From an optimization exercise on the open Yosys and OpenROAD flow, aimed at small area; shortcuts taken in it are not production practice.
In this exercise RTL edits were held to simulation tests only and were not proved equivalent to the original.
Power and IR drop assume default switching activity.

==> flow/design.v <==
package rvvi_trace_pkg;
   localparam int XLEN    = 32;
   localparam int ORDER_W = 64;
   localparam int GPR_NUM = 32;
   localparam int GPR_AW  = 5;
   localparam int NUM_CSR = 5;
   typedef enum logic [2:0] {
      CSR_MSTATUS,
      CSR_MIE,
      CSR_MTVEC,
      CSR_MEPC,
      CSR_MCAUSE
   } csr_idx_e;
   localparam int EXC_CAUSE_W  = 6;
   localparam int DBG_CAUSE_W  = 3;
   localparam int INTR_CAUSE_W = 11;
   localparam logic [EXC_CAUSE_W-1:0] EXC_INSTR_BUS_FAULT = 6'd24;
   localparam logic [DBG_CAUSE_W-1:0] DBG_CAUSE_EBREAK  = 3'd1;
   localparam logic [DBG_CAUSE_W-1:0] DBG_CAUSE_TRIGGER = 3'd2;
   localparam logic [INTR_CAUSE_W-1:0] NMI_LOAD_CAUSE  = 11'd1024;
   localparam logic [INTR_CAUSE_W-1:0] NMI_STORE_CAUSE = 11'd1025;
   typedef enum logic {
      FAULT_IDLE,
      FAULT_ACTIVE
   } fault_state_e;
endpackage
`timescale 1ns/10ps
module retire_counter (
   input  logic                                rvvi,
   input  logic                                rst_n_i,
   input  logic                                rvfi_valid_i,
   input  logic [rvvi_trace_pkg::ORDER_W-1:0]  rvfi_order_i,
   input  logic [rvvi_trace_pkg::XLEN-1:0]     rvfi_insn_i,
   input  logic [rvvi_trace_pkg::XLEN-1:0]     rvfi_pc_rdata_i,
   output logic                                retire_new_o,
   output logic                                retire_valid_o,
   output logic [rvvi_trace_pkg::XLEN-1:0]     retire_count_o,
   output logic [rvvi_trace_pkg::XLEN-1:0]     insn_o,
   output logic [rvvi_trace_pkg::XLEN-1:0]     pc_o
);
   logic [rvvi_trace_pkg::ORDER_W-1:0] last_order_q;
   logic               order_seen_q;
   assign retire_new_o = rvfi_valid_i && (!order_seen_q || (rvfi_order_i != last_order_q));
   always_ff @(posedge rvvi) begin
      if (!rst_n_i) begin
         last_order_q   <= '0;
         order_seen_q   <= 1'b0;
         retire_valid_o <= 1'b0;
         retire_count_o <= '0;
      end else begin
         retire_valid_o <= retire_new_o;
         if (retire_new_o) begin
            last_order_q   <= rvfi_order_i;
            order_seen_q   <= 1'b1;
            retire_count_o <= retire_count_o + 1'b1;
         end
      end
   end
   always_ff @(posedge rvvi) begin
      if (retire_new_o) begin
         insn_o <= rvfi_insn_i;
         pc_o   <= rvfi_pc_rdata_i;
      end
   end
endmodule
`timescale 1ns/10ps
module net_event_fsm (
   input  logic                                     rvvi,
   input  logic                                     rst_n_i,
   input  logic                                     retire_new_i,
   input  logic                                     rvfi_trap_i,
   input  logic                                     rvfi_trap_exception_i,
   input  logic                                     rvfi_trap_debug_i,
   input  logic [rvvi_trace_pkg::EXC_CAUSE_W-1:0]   rvfi_exc_cause_i,
   input  logic [rvvi_trace_pkg::DBG_CAUSE_W-1:0]   rvfi_dbg_cause_i,
   input  logic                                     rvfi_intr_i,
   input  logic                                     rvfi_intr_interrupt_i,
   input  logic [rvvi_trace_pkg::INTR_CAUSE_W-1:0]  rvfi_intr_cause_i,
   input  logic                                     rvfi_nmip_i,
   output logic                                     trap_o,
   output logic                                     nmi_o,
   output logic [rvvi_trace_pkg::INTR_CAUSE_W-1:0]  nmi_cause_o,
   output logic                                     ibus_fault_o
);
   rvvi_trace_pkg::fault_state_e nmi_state_q;
   rvvi_trace_pkg::fault_state_e ibus_state_q;
   logic         trap_hit;
   logic         nmi_hit;
   logic         ibus_hit;
   function automatic rvvi_trace_pkg::fault_state_e fault_next(input rvvi_trace_pkg::fault_state_e cur,
                                                               input logic upd,
                                                               input logic hit);
      if (!upd) begin
         fault_next = cur;
      end else begin
         fault_next = hit ? rvvi_trace_pkg::FAULT_ACTIVE : rvvi_trace_pkg::FAULT_IDLE;
      end
   endfunction
   assign trap_hit = rvfi_trap_i &&
                     (rvfi_trap_exception_i ||
                      (rvfi_trap_debug_i && ((rvfi_dbg_cause_i == rvvi_trace_pkg::DBG_CAUSE_EBREAK) ||
                                             (rvfi_dbg_cause_i == rvvi_trace_pkg::DBG_CAUSE_TRIGGER))));
   assign nmi_hit = (rvfi_intr_i && rvfi_intr_interrupt_i &&
                     ((rvfi_intr_cause_i == rvvi_trace_pkg::NMI_LOAD_CAUSE) ||
                      (rvfi_intr_cause_i == rvvi_trace_pkg::NMI_STORE_CAUSE))) ||
                    rvfi_nmip_i;
   assign ibus_hit = rvfi_trap_i && rvfi_trap_exception_i &&
                     (rvfi_exc_cause_i == rvvi_trace_pkg::EXC_INSTR_BUS_FAULT);
   always_ff @(posedge rvvi) begin
      if (!rst_n_i) begin
         trap_o       <= 1'b0;
         nmi_state_q  <= rvvi_trace_pkg::FAULT_IDLE;
         ibus_state_q <= rvvi_trace_pkg::FAULT_IDLE;
         nmi_cause_o  <= '0;
      end else begin
         nmi_state_q  <= fault_next(nmi_state_q, retire_new_i, nmi_hit);
         ibus_state_q <= fault_next(ibus_state_q, retire_new_i, ibus_hit);
         if (retire_new_i) begin
            trap_o <= trap_hit;
         end
         if (retire_new_i && nmi_hit) begin
            nmi_cause_o <= rvfi_intr_cause_i;
         end
      end
   end
   assign nmi_o        = (nmi_state_q == rvvi_trace_pkg::FAULT_ACTIVE);
   assign ibus_fault_o = (ibus_state_q == rvvi_trace_pkg::FAULT_ACTIVE);
endmodule
`timescale 1ns/10ps
module csr_merge (
   input  logic                                                        rvvi,
   input  logic                                                        rst_n_i,
   input  logic                                                        retire_new_i,
   input  logic [rvvi_trace_pkg::NUM_CSR-1:0][rvvi_trace_pkg::XLEN-1:0] csr_rdata_i,
   input  logic [rvvi_trace_pkg::NUM_CSR-1:0][rvvi_trace_pkg::XLEN-1:0] csr_wdata_i,
   input  logic [rvvi_trace_pkg::NUM_CSR-1:0][rvvi_trace_pkg::XLEN-1:0] csr_rmask_i,
   input  logic [rvvi_trace_pkg::NUM_CSR-1:0][rvvi_trace_pkg::XLEN-1:0] csr_wmask_i,
   output logic [rvvi_trace_pkg::NUM_CSR-1:0][rvvi_trace_pkg::XLEN-1:0] csr_value_o,
   output logic [rvvi_trace_pkg::NUM_CSR-1:0]                          csr_wb_o
);
   for (genvar i = 0; i < rvvi_trace_pkg::NUM_CSR; i++) begin : g_csr
      localparam int IDX = i;
      logic [rvvi_trace_pkg::XLEN-1:0] merged;
      logic            touched;
      assign merged  = (csr_wdata_i[IDX] & csr_wmask_i[IDX]) |
                       (csr_rdata_i[IDX] & ~csr_wmask_i[IDX]);
      assign touched = (|csr_rmask_i[IDX]) || (|csr_wmask_i[IDX]);
      always_ff @(posedge rvvi) begin
         if (!rst_n_i) begin
            csr_value_o[IDX] <= '0;
            csr_wb_o[IDX]    <= 1'b0;
         end else begin
            csr_wb_o[IDX] <= retire_new_i && touched;
            if (retire_new_i) begin
               csr_value_o[IDX] <= merged;
            end
         end
      end
   end
endmodule
`timescale 1ns/10ps
module gpr_shadow (
   input  logic                                rvvi,
   input  logic                                rst_n_i,
   input  logic                                retire_new_i,
   input  logic [rvvi_trace_pkg::GPR_AW-1:0]   rvfi_rd_addr_i,
   input  logic [rvvi_trace_pkg::XLEN-1:0]     rvfi_rd_wdata_i,
   input  logic [rvvi_trace_pkg::GPR_AW-1:0]   gpr_raddr_i,
   output logic [rvvi_trace_pkg::XLEN-1:0]     gpr_rdata_o,
   output logic [rvvi_trace_pkg::GPR_NUM-1:0]  gpr_wb_o
);
   logic [rvvi_trace_pkg::XLEN-1:0] regs_q [rvvi_trace_pkg::GPR_NUM];
   logic            rd_write;
   assign rd_write = retire_new_i && (rvfi_rd_addr_i != '0);
   always_ff @(posedge rvvi) begin
      if (!rst_n_i) begin
         for (int r = 0; r < rvvi_trace_pkg::GPR_NUM; r++) begin
            regs_q[r] <= '0;
         end
         gpr_wb_o <= '0;
      end else begin
         gpr_wb_o <= '0;
         if (rd_write) begin
            regs_q[rvfi_rd_addr_i]   <= rvfi_rd_wdata_i;
            gpr_wb_o[rvfi_rd_addr_i] <= 1'b1;
         end
      end
   end
   assign gpr_rdata_o = regs_q[gpr_raddr_i];
endmodule
`timescale 1ns/10ps
module rvvi_trace_top (
   input  logic                                                        rvvi,
   input  logic                                                        rst_n_i,
   input  logic                                                        rvfi_valid_i,
   input  logic [rvvi_trace_pkg::ORDER_W-1:0]                          rvfi_order_i,
   input  logic [rvvi_trace_pkg::XLEN-1:0]                             rvfi_insn_i,
   input  logic [rvvi_trace_pkg::XLEN-1:0]                             rvfi_pc_rdata_i,
   input  logic                                                        rvfi_trap_i,
   input  logic                                                        rvfi_trap_exception_i,
   input  logic                                                        rvfi_trap_debug_i,
   input  logic [rvvi_trace_pkg::EXC_CAUSE_W-1:0]                      rvfi_exc_cause_i,
   input  logic [rvvi_trace_pkg::DBG_CAUSE_W-1:0]                      rvfi_dbg_cause_i,
   input  logic                                                        rvfi_intr_i,
   input  logic                                                        rvfi_intr_interrupt_i,
   input  logic [rvvi_trace_pkg::INTR_CAUSE_W-1:0]                     rvfi_intr_cause_i,
   input  logic                                                        rvfi_nmip_i,
   input  logic [rvvi_trace_pkg::GPR_AW-1:0]                           rvfi_rd_addr_i,
   input  logic [rvvi_trace_pkg::XLEN-1:0]                             rvfi_rd_wdata_i,
   input  logic [rvvi_trace_pkg::NUM_CSR-1:0][rvvi_trace_pkg::XLEN-1:0] csr_rdata_i,
   input  logic [rvvi_trace_pkg::NUM_CSR-1:0][rvvi_trace_pkg::XLEN-1:0] csr_wdata_i,
   input  logic [rvvi_trace_pkg::NUM_CSR-1:0][rvvi_trace_pkg::XLEN-1:0] csr_rmask_i,
   input  logic [rvvi_trace_pkg::NUM_CSR-1:0][rvvi_trace_pkg::XLEN-1:0] csr_wmask_i,
   input  logic [rvvi_trace_pkg::GPR_AW-1:0]                           gpr_raddr_i,
   output logic                                                        retire_valid_o,
   output logic [rvvi_trace_pkg::XLEN-1:0]                             retire_count_o,
   output logic [rvvi_trace_pkg::XLEN-1:0]                             insn_o,
   output logic [rvvi_trace_pkg::XLEN-1:0]                             pc_o,
   output logic                                                        trap_o,
   output logic [rvvi_trace_pkg::NUM_CSR-1:0][rvvi_trace_pkg::XLEN-1:0] csr_value_o,
   output logic [rvvi_trace_pkg::NUM_CSR-1:0]                          csr_wb_o,
   output logic [rvvi_trace_pkg::XLEN-1:0]                             gpr_rdata_o,
   output logic [rvvi_trace_pkg::GPR_NUM-1:0]                          gpr_wb_o,
   output logic                                                        nmi_o,
   output logic [rvvi_trace_pkg::INTR_CAUSE_W-1:0]                     nmi_cause_o,
   output logic                                                        ibus_fault_o
);
   logic retire_new;
   retire_counter u_retire_counter (
      .rvvi            (rvvi),
      .rst_n_i         (rst_n_i),
      .rvfi_valid_i    (rvfi_valid_i),
      .rvfi_order_i    (rvfi_order_i),
      .rvfi_insn_i     (rvfi_insn_i),
      .rvfi_pc_rdata_i (rvfi_pc_rdata_i),
      .retire_new_o    (retire_new),
      .retire_valid_o  (retire_valid_o),
      .retire_count_o  (retire_count_o),
      .insn_o          (insn_o),
      .pc_o            (pc_o)
   );
   net_event_fsm u_net_event_fsm (
      .rvvi                  (rvvi),
      .rst_n_i               (rst_n_i),
      .retire_new_i          (retire_new),
      .rvfi_trap_i           (rvfi_trap_i),
      .rvfi_trap_exception_i (rvfi_trap_exception_i),
      .rvfi_trap_debug_i     (rvfi_trap_debug_i),
      .rvfi_exc_cause_i      (rvfi_exc_cause_i),
      .rvfi_dbg_cause_i      (rvfi_dbg_cause_i),
      .rvfi_intr_i           (rvfi_intr_i),
      .rvfi_intr_interrupt_i (rvfi_intr_interrupt_i),
      .rvfi_intr_cause_i     (rvfi_intr_cause_i),
      .rvfi_nmip_i           (rvfi_nmip_i),
      .trap_o                (trap_o),
      .nmi_o                 (nmi_o),
      .nmi_cause_o           (nmi_cause_o),
      .ibus_fault_o          (ibus_fault_o)
   );
   csr_merge u_csr_merge (
      .rvvi         (rvvi),
      .rst_n_i      (rst_n_i),
      .retire_new_i (retire_new),
      .csr_rdata_i  (csr_rdata_i),
      .csr_wdata_i  (csr_wdata_i),
      .csr_rmask_i  (csr_rmask_i),
      .csr_wmask_i  (csr_wmask_i),
      .csr_value_o  (csr_value_o),
      .csr_wb_o     (csr_wb_o)
   );
   gpr_shadow u_gpr_shadow (
      .rvvi            (rvvi),
      .rst_n_i         (rst_n_i),
      .retire_new_i    (retire_new),
      .rvfi_rd_addr_i  (rvfi_rd_addr_i),
      .rvfi_rd_wdata_i (rvfi_rd_wdata_i),
      .gpr_raddr_i     (gpr_raddr_i),
      .gpr_rdata_o     (gpr_rdata_o),
      .gpr_wb_o        (gpr_wb_o)
   );
endmodule
==> flow/run.sh <==
#!/bin/bash
# synth_recipe.tcl (not shown) runs the flow's synth.tcl, then flattens the netlist and writes it again
# the make line also repeats each setting of config.mk as NAME=value (left out here)
make -C /OpenROAD-flow-scripts/flow DESIGN_CONFIG=/design/flow/config.mk WORK_HOME=/design/flow/orfs CLKGATE_MAP_FILE= SYNTH_SCRIPT=/design/flow/synth_recipe.tcl finish
==> flow/config.mk <==
export PLATFORM = sky130hd
export DESIGN_NAME = rvvi_trace_top
export DESIGN_NICKNAME = rvvi_trace_top
export VERILOG_FILES = /design/flow/design.v
export SDC_FILE = /design/flow/constraint.sdc
export NUM_CORES = 4
export LEC_CHECK = 0
export CAP_MARGIN = 20
export CORE_MARGIN = 2
export CORE_UTILIZATION = 35
export SLEW_MARGIN = 20
==> flow/constraint.sdc <==
create_clock -name core_clock -period 6.0 [get_ports {rvvi}]
set_input_delay 1.2000 -clock core_clock [delete_from_list [all_inputs] [get_ports {rvvi}]]
set_output_delay 1.2000 -clock core_clock [all_outputs]
set_load 0.01 [all_outputs]
==> summary.txt <==
[flip-flops by register name (all words and copies together) (netlist names)]
register / count
u_gpr_shadow.gpr_wb_o: 32
u_net_event_fsm.trap_o: 1
u_csr_merge.csr_wb_o: 5
u_retire_counter.last_order_q: 64
u_net_event_fsm.nmi_cause_o: 11
u_retire_counter.retire_count_o: 32
u_retire_counter.insn_o: 32
u_net_event_fsm.nmi_state_q: 1
u_net_event_fsm.ibus_state_q: 1
u_gpr_shadow.regs_q: 1024
u_csr_merge.csr_value_o: 160
u_retire_counter.order_seen_q: 1
u_retire_counter.pc_o: 32
u_retire_counter.retire_valid_o: 1
[per-stage QoR]
step                instances  util [%]  instance area (µm²)  worst slack, ns
finish                   8333     46.81                82520           0.7646
global route             8310     46.77                82460           0.6818
CTS                      8283     46.73                82400           0.7572
detailed placement       8003     43.96                77510           0.7581
global placement         8003     43.96                77500           0.7517
floorplan                4696         -                62200           0.7014
[kinds of logic after synthesis]
kind of cell | after synthesis | synth area share [%]
muxes | 618 | 16.45
buffers and inverters | 385 | 2.915
AOI/OAI and AO/OA | 259 | 3.949
DFF | 1397 | 62.47
and+or+nand+nor | 1975 | 13.31
adders and majority gates | 6 | 0.1207
xor gates and xnor gates | 56 | 0.7885
[worst max-delay path, delay by kind of cell]
family / cells / cell delay [ns]
buffers and inverters: 3 / 1.38
multiplexers: 3 / 1.37
[metal layers]
layer	wire (µm)	up-vias
met3	27060	509
met5	413	-
met4	13510	64
met2	137700	2755
li1	-	19695
met1	111000	23851
[cells in the final DEF (no fill, tap or decap), types with 46 or more instances in the layout]
cell	Yosys	final
sky130_fd_sc_hd__diode_2	0	50
sky130_fd_sc_hd__o221a_2	86	86
sky130_fd_sc_hd__and2_1	68	68
sky130_fd_sc_hd__nor4_1	94	92
sky130_fd_sc_hd__nor2_1	996	995
sky130_fd_sc_hd__buf_4	10	114
sky130_fd_sc_hd__clkbuf_16	0	159
sky130_fd_sc_hd__nand4_1	56	56
sky130_fd_sc_hd__mux4_2	320	320
sky130_fd_sc_hd__dfxtp_1	309	309
sky130_fd_sc_hd__mux2i_1	266	266
sky130_fd_sc_hd__o221a_1	74	74
sky130_fd_sc_hd__nand2_1	628	628
sky130_fd_sc_hd__buf_12	0	46
sky130_fd_sc_hd__clkdlybuf4s50_1	0	1171
sky130_fd_sc_hd__edfxtp_1	1088	1088
sky130_fd_sc_hd__nand2b_1	47	47
[how the worst min path moves through the flow]
stage	from	end	cells past startpoint	slack [ns]
final	u_net_event_fsm.nmi_cause_o[2]	u_net_event_fsm.nmi_cause_o[2]	2	0.46
after global routing	u_net_event_fsm.nmi_cause_o[4]	u_net_event_fsm.nmi_cause_o[4]	2	0.47
after CTS	u_net_event_fsm.nmi_cause_o[2]	u_net_event_fsm.nmi_cause_o[2]	2	0.46
after detailed placement	u_net_event_fsm.nmi_cause_o[3]	u_net_event_fsm.nmi_cause_o[3]	2	0.45
after global placement	u_net_event_fsm.nmi_cause_o[10]	u_net_event_fsm.nmi_cause_o[10]	2	0.44
after floorplan	u_retire_counter.last_order_q[17]	u_retire_counter.last_order_q[17]	2	0.44
[power groups by stage]
stage	combinational (W)	clock, W	sequential [W]
after floorplan	0.00124	0	0.0114
after CTS	0.00316	0.00943	0.0112
after detailed placement	0.00314	0	0.0114
after global routing	0.00325	0.00981	0.0112
after global placement	0.00313	0	0.0113
final	0.00316	0.00934	0.0112
[cell type report]
type / count / share of cell area (%)
antenna: 50 / 0.1516
sequential: 1397 / 47.09
inverter: 16 / 0.08188
clock inverter: 75 / 0.7945
tap: 2340 / 3.548
multi-input combinational: 2914 / 26.77
timing repair buffer: 1336 / 16.43
clock buffer: 205 / 5.129
==> flow_summary.html <==
<table>
<tr><th>Metric</th><th>Value</th></tr>
<tr><th colspan="2">Critical path</th></tr>
<tr><td>Cell seen most often among critical-path stages</td><td>sky130_fd_sc_hd__mux4_2</td></tr>
<tr><td>Data arrival time at the worst-slack endpoint</td><td>4.04 ns</td></tr>
<tr><td>Type of element capturing the critical path</td><td>primary output</td></tr>
<tr><td>Cell with the largest stage delay on the worst path</td><td>sky130_fd_sc_hd__clkdlybuf4s50_1</td></tr>
<tr><td>Launching point of the worst reg2reg path</td><td>u_retire_counter.last_order_q[31]</td></tr>
<tr><td>Reg-to-Reg End</td><td>u_csr_merge.csr_value_o[0]</td></tr>
<tr><td>Cells along the critical path</td><td>buf_8 &gt; buf_12 &gt; mux4_2 &gt; mux4_2 &gt; mux2_2 &gt; clkdlybuf4s50_1</td></tr>
<tr><td>Critical path startpoint category</td><td>primary input</td></tr>
<tr><td>Crit Path Category</td><td>in2out</td></tr>
<tr><td>Worst setup path endpoint</td><td>gpr_rdata_o[4]</td></tr>
<tr><td>Reg2reg setup slack</td><td>2.04 ns</td></tr>
<tr><td>Worst Path Max Fanout</td><td>35</td></tr>
<tr><td>Critical path origin</td><td>gpr_raddr_i[0]</td></tr>
<tr><td>Worst R2R Path Depth</td><td>8</td></tr>
<tr><td>Longest individual stage delay on the worst path</td><td>0.71 ns</td></tr>
<tr><td>Worst Path Required</td><td>4.80 ns</td></tr>
<tr><th colspan="2">Routing</th></tr>
<tr><td>DR iter-0 viols</td><td>5497</td></tr>
<tr><td>Number of iterations in the first detailed-routing pass</td><td>25</td></tr>
<tr><td>Total via count in the routed design</td><td>46874</td></tr>
<tr><td>Routed wire length</td><td>just under 300000 µm</td></tr>
<tr><td>Routed length per instance</td><td>around 35 µm</td></tr>
<tr><td>Residual DRC count</td><td>0</td></tr>
<tr><td>Antenna-violating nets left</td><td>0</td></tr>
<tr><td>Avg Vias per Cell</td><td>5.625</td></tr>
<tr><th colspan="2">Global routing</th></tr>
<tr><td>Met1 usage</td><td>between 30% and 40%</td></tr>
<tr><td>Via count of the first global-routing pass</td><td>45572</td></tr>
<tr><td>Global routing usage summed across all routing layers</td><td>31.17%</td></tr>
<tr><td>Routing usage on met3</td><td>8.030%</td></tr>
<tr><td>Maximum number of pins on one net before global-route repair</td><td>just over 90</td></tr>
<tr><td>Met2 global-route usage</td><td>49.67%</td></tr>
<tr><td>GRT Max-Usage Layer</td><td>met2</td></tr>
<tr><td>Grt ovf</td><td>0</td></tr>
<tr><td>Initial antenna violation count</td><td>114</td></tr>
<tr><td>Wire length of the first global-routing pass</td><td>385800 µm</td></tr>
<tr><th colspan="2">Timing</th></tr>
<tr><td>Final setup skew</td><td>approximately 0.033 ns</td></tr>
<tr><td>Setup repair after global routing missed its margin</td><td>no</td></tr>
<tr><td>Summed negative setup slack over all endpoints</td><td>0 ns</td></tr>
<tr><td>Final hold slack</td><td>0.4598 ns</td></tr>
<tr><td>Final number of max-transition violations</td><td>0</td></tr>
<tr><td>Final Hold Viols</td><td>0</td></tr>
<tr><td>Time the final worst path needs with I/O delays and setup</td><td>5.235 ns</td></tr>
<tr><td>Final worst path period share</td><td>roughly 87%</td></tr>
<tr><td>Total setup violations reported at the end of the flow</td><td>0</td></tr>
<tr><td>Max-Slew Margin vs Limit</td><td>27.21%</td></tr>
<tr><td>Highest clock frequency the design can meet</td><td>191.0 MHz</td></tr>
<tr><td>Transition at the pin with the smallest max-transition slack</td><td>between 1 and 1.5 ns</td></tr>
<tr><th colspan="2">Worst hold path</th></tr>
<tr><td>Type of the most critical hold path</td><td>reg2reg</td></tr>
<tr><th colspan="2">Yosys</th></tr>
<tr><td>Count of mapped cells out of synthesis</td><td>4696</td></tr>
<tr><td>Commonest cells in the synthesized netlist</td><td>sky130_fd_sc_hd__edfxtp_1 (1088), sky130_fd_sc_hd__nor2_1 (996), sky130_fd_sc_hd__nand2_1 (628)</td></tr>
<tr><td>Synthesized flop and latch total</td><td>1397</td></tr>
<tr><td>Mapped Area</td><td>between 0.06 and 0.07 mm²</td></tr>
<tr><td>Top cell type by total area after synthesis</td><td>sky130_fd_sc_hd__edfxtp_1</td></tr>
<tr><td>Main synth FF type</td><td>sky130_fd_sc_hd__edfxtp_1</td></tr>
<tr><td>Fraction of the yosys area taken by sequential cells</td><td>62.47%</td></tr>
<tr><td>Ys Warns</td><td>4</td></tr>
<tr><td>Most repeated cell in the gate-level netlist after synthesis</td><td>sky130_fd_sc_hd__edfxtp_1</td></tr>
<tr><td>Distinct cells, synth</td><td>57</td></tr>
<tr><td>Fraction of registers with async set/reset</td><td>0%</td></tr>
<tr><td>Number of enable-type register cells in the synthesized netlist</td><td>approximately 1100</td></tr>
<tr><td>Post-Synthesis Net Count</td><td>about 5500</td></tr>
<tr><td>Avg Cell Area, Syn</td><td>approximately 13 µm²</td></tr>
<tr><td>Proportion of netlist area held by the largest area contributor</td><td>52.52%</td></tr>
<tr><td>Main area contributors after synthesis</td><td>sky130_fd_sc_hd__edfxtp_1 (53%), sky130_fd_sc_hd__mux4_2 (12%), sky130_fd_sc_hd__dfxtp_1 (9.9%), sky130_fd_sc_hd__nor2_1 (6.0%), sky130_fd_sc_hd__mux2i_1 (4.3%)</td></tr>
<tr><th colspan="2">Die</th></tr>
<tr><td>Die Area</td><td>0.1811 mm²</td></tr>
<tr><td>DIE HEIGHT</td><td>approximately 430 µm</td></tr>
<tr><td>Chip Width</td><td>425.6 µm</td></tr>
<tr><td>I/O pin total</td><td>roughly 1200</td></tr>
<tr><td>Initial Utilization</td><td>approximately a third</td></tr>
<tr><td>Area of the core region</td><td>0.1763 mm²</td></tr>
<tr><td>Number of cell rows</td><td>around 150</td></tr>
<tr><th colspan="2">Clocking</th></tr>
<tr><td>Clock-pin slew on the worst setup and hold paths</td><td>0.06 ns</td></tr>
<tr><td>Post-CTS setup-driven buffer insertion count</td><td>0</td></tr>
<tr><td>Post-CTS Hold Buffers</td><td>0</td></tr>
<tr><td>Number of cells upsized or downsized after cts</td><td>0</td></tr>
<tr><td>Root Driver</td><td>sky130_fd_sc_hd__clkbuf_16</td></tr>
<tr><td>Clk Latency, worst-skew pair</td><td>0.81 ns</td></tr>
<tr><td>Number of buffers created by CTS</td><td>156</td></tr>
<tr><td>H-Tree Depth</td><td>4</td></tr>
<tr><td>Clock tree sinks</td><td>1397</td></tr>
<tr><td>TritonCTS clock tree</td><td>built</td></tr>
<tr><td>Buffer levels on the longest clock path</td><td>3</td></tr>
<tr><th colspan="2">Final layout</th></tr>
<tr><td>Layout area overhead</td><td>32.66%</td></tr>
<tr><td>Total Nets Final</td><td>6666</td></tr>
<tr><td>Share of cells above drive strength 1</td><td>14.77%</td></tr>
<tr><td>Register area</td><td>0.03886 mm²</td></tr>
<tr><td>Number of fill cells</td><td>15779</td></tr>
<tr><td>Multi-input combinational cell area</td><td>0.02209 mm²</td></tr>
<tr><th colspan="2">Power</th></tr>
<tr><td>Internal power consumption</td><td>approximately 0.018 W</td></tr>
<tr><td>Peak supply drop</td><td>0.2163 mV</td></tr>
<tr><td>Seq pwr share</td><td>a little under half</td></tr>
<tr><td>Switching share of power</td><td>25.05%</td></tr>
<tr><td>Clock network fraction of design power</td><td>39.5%</td></tr>
<tr><td>Leakage power summed over all cells</td><td>27.60 nW</td></tr>
<tr><td>NetSw</td><td>0.005927 W</td></tr>
<tr><td>Final total power</td><td>0.02366 W</td></tr>
<tr><td>Power density over the cells</td><td>286.7 mW/mm²</td></tr>
<tr><td>Power share of the combinational group</td><td>around 13%</td></tr>
<tr><th colspan="2">Place</th></tr>
<tr><td>Number of port buffers</td><td>1178</td></tr>
<tr><td>Last weighted congestion value of the routability-driven placer</td><td>1.025</td></tr>
<tr><td>HPWL after DPL</td><td>~210000 µm</td></tr>
<tr><th colspan="2">Job</th></tr>
<tr><td>Max-cap viol count</td><td>0</td></tr>
<tr><th colspan="2">Status</th></tr>
<tr><td>Outcome</td><td>complete, no violations</td></tr>
</table>

separate check: timing with driven ports:
How much do the figures lean on ideal ports? The routed layout below was timed once more, with nothing changed but the port constraints. Step 1 assumes that a clkbuf_16 drives the clock port and a buf_2 every other input. Step 2 moves the port delays by t, midway between the first and last clock arrival at a register: inputs arrive t later, outputs are due t later. That takes back most of the time a late clock gives input paths. Slacks: ideal ports / drivers / drivers and shift; pairs: ideal ports / drivers.
t, ns: 0.863
slack for setup (ns): 0.765 / 0.715 / 0.626
worst setup path at the end: input to register
cell pins on the clock port's net: 1
After both steps this run still meets setup and hold. The setup slack of this run moves by -0.050 ns with the drivers and by -0.139 ns with both steps.
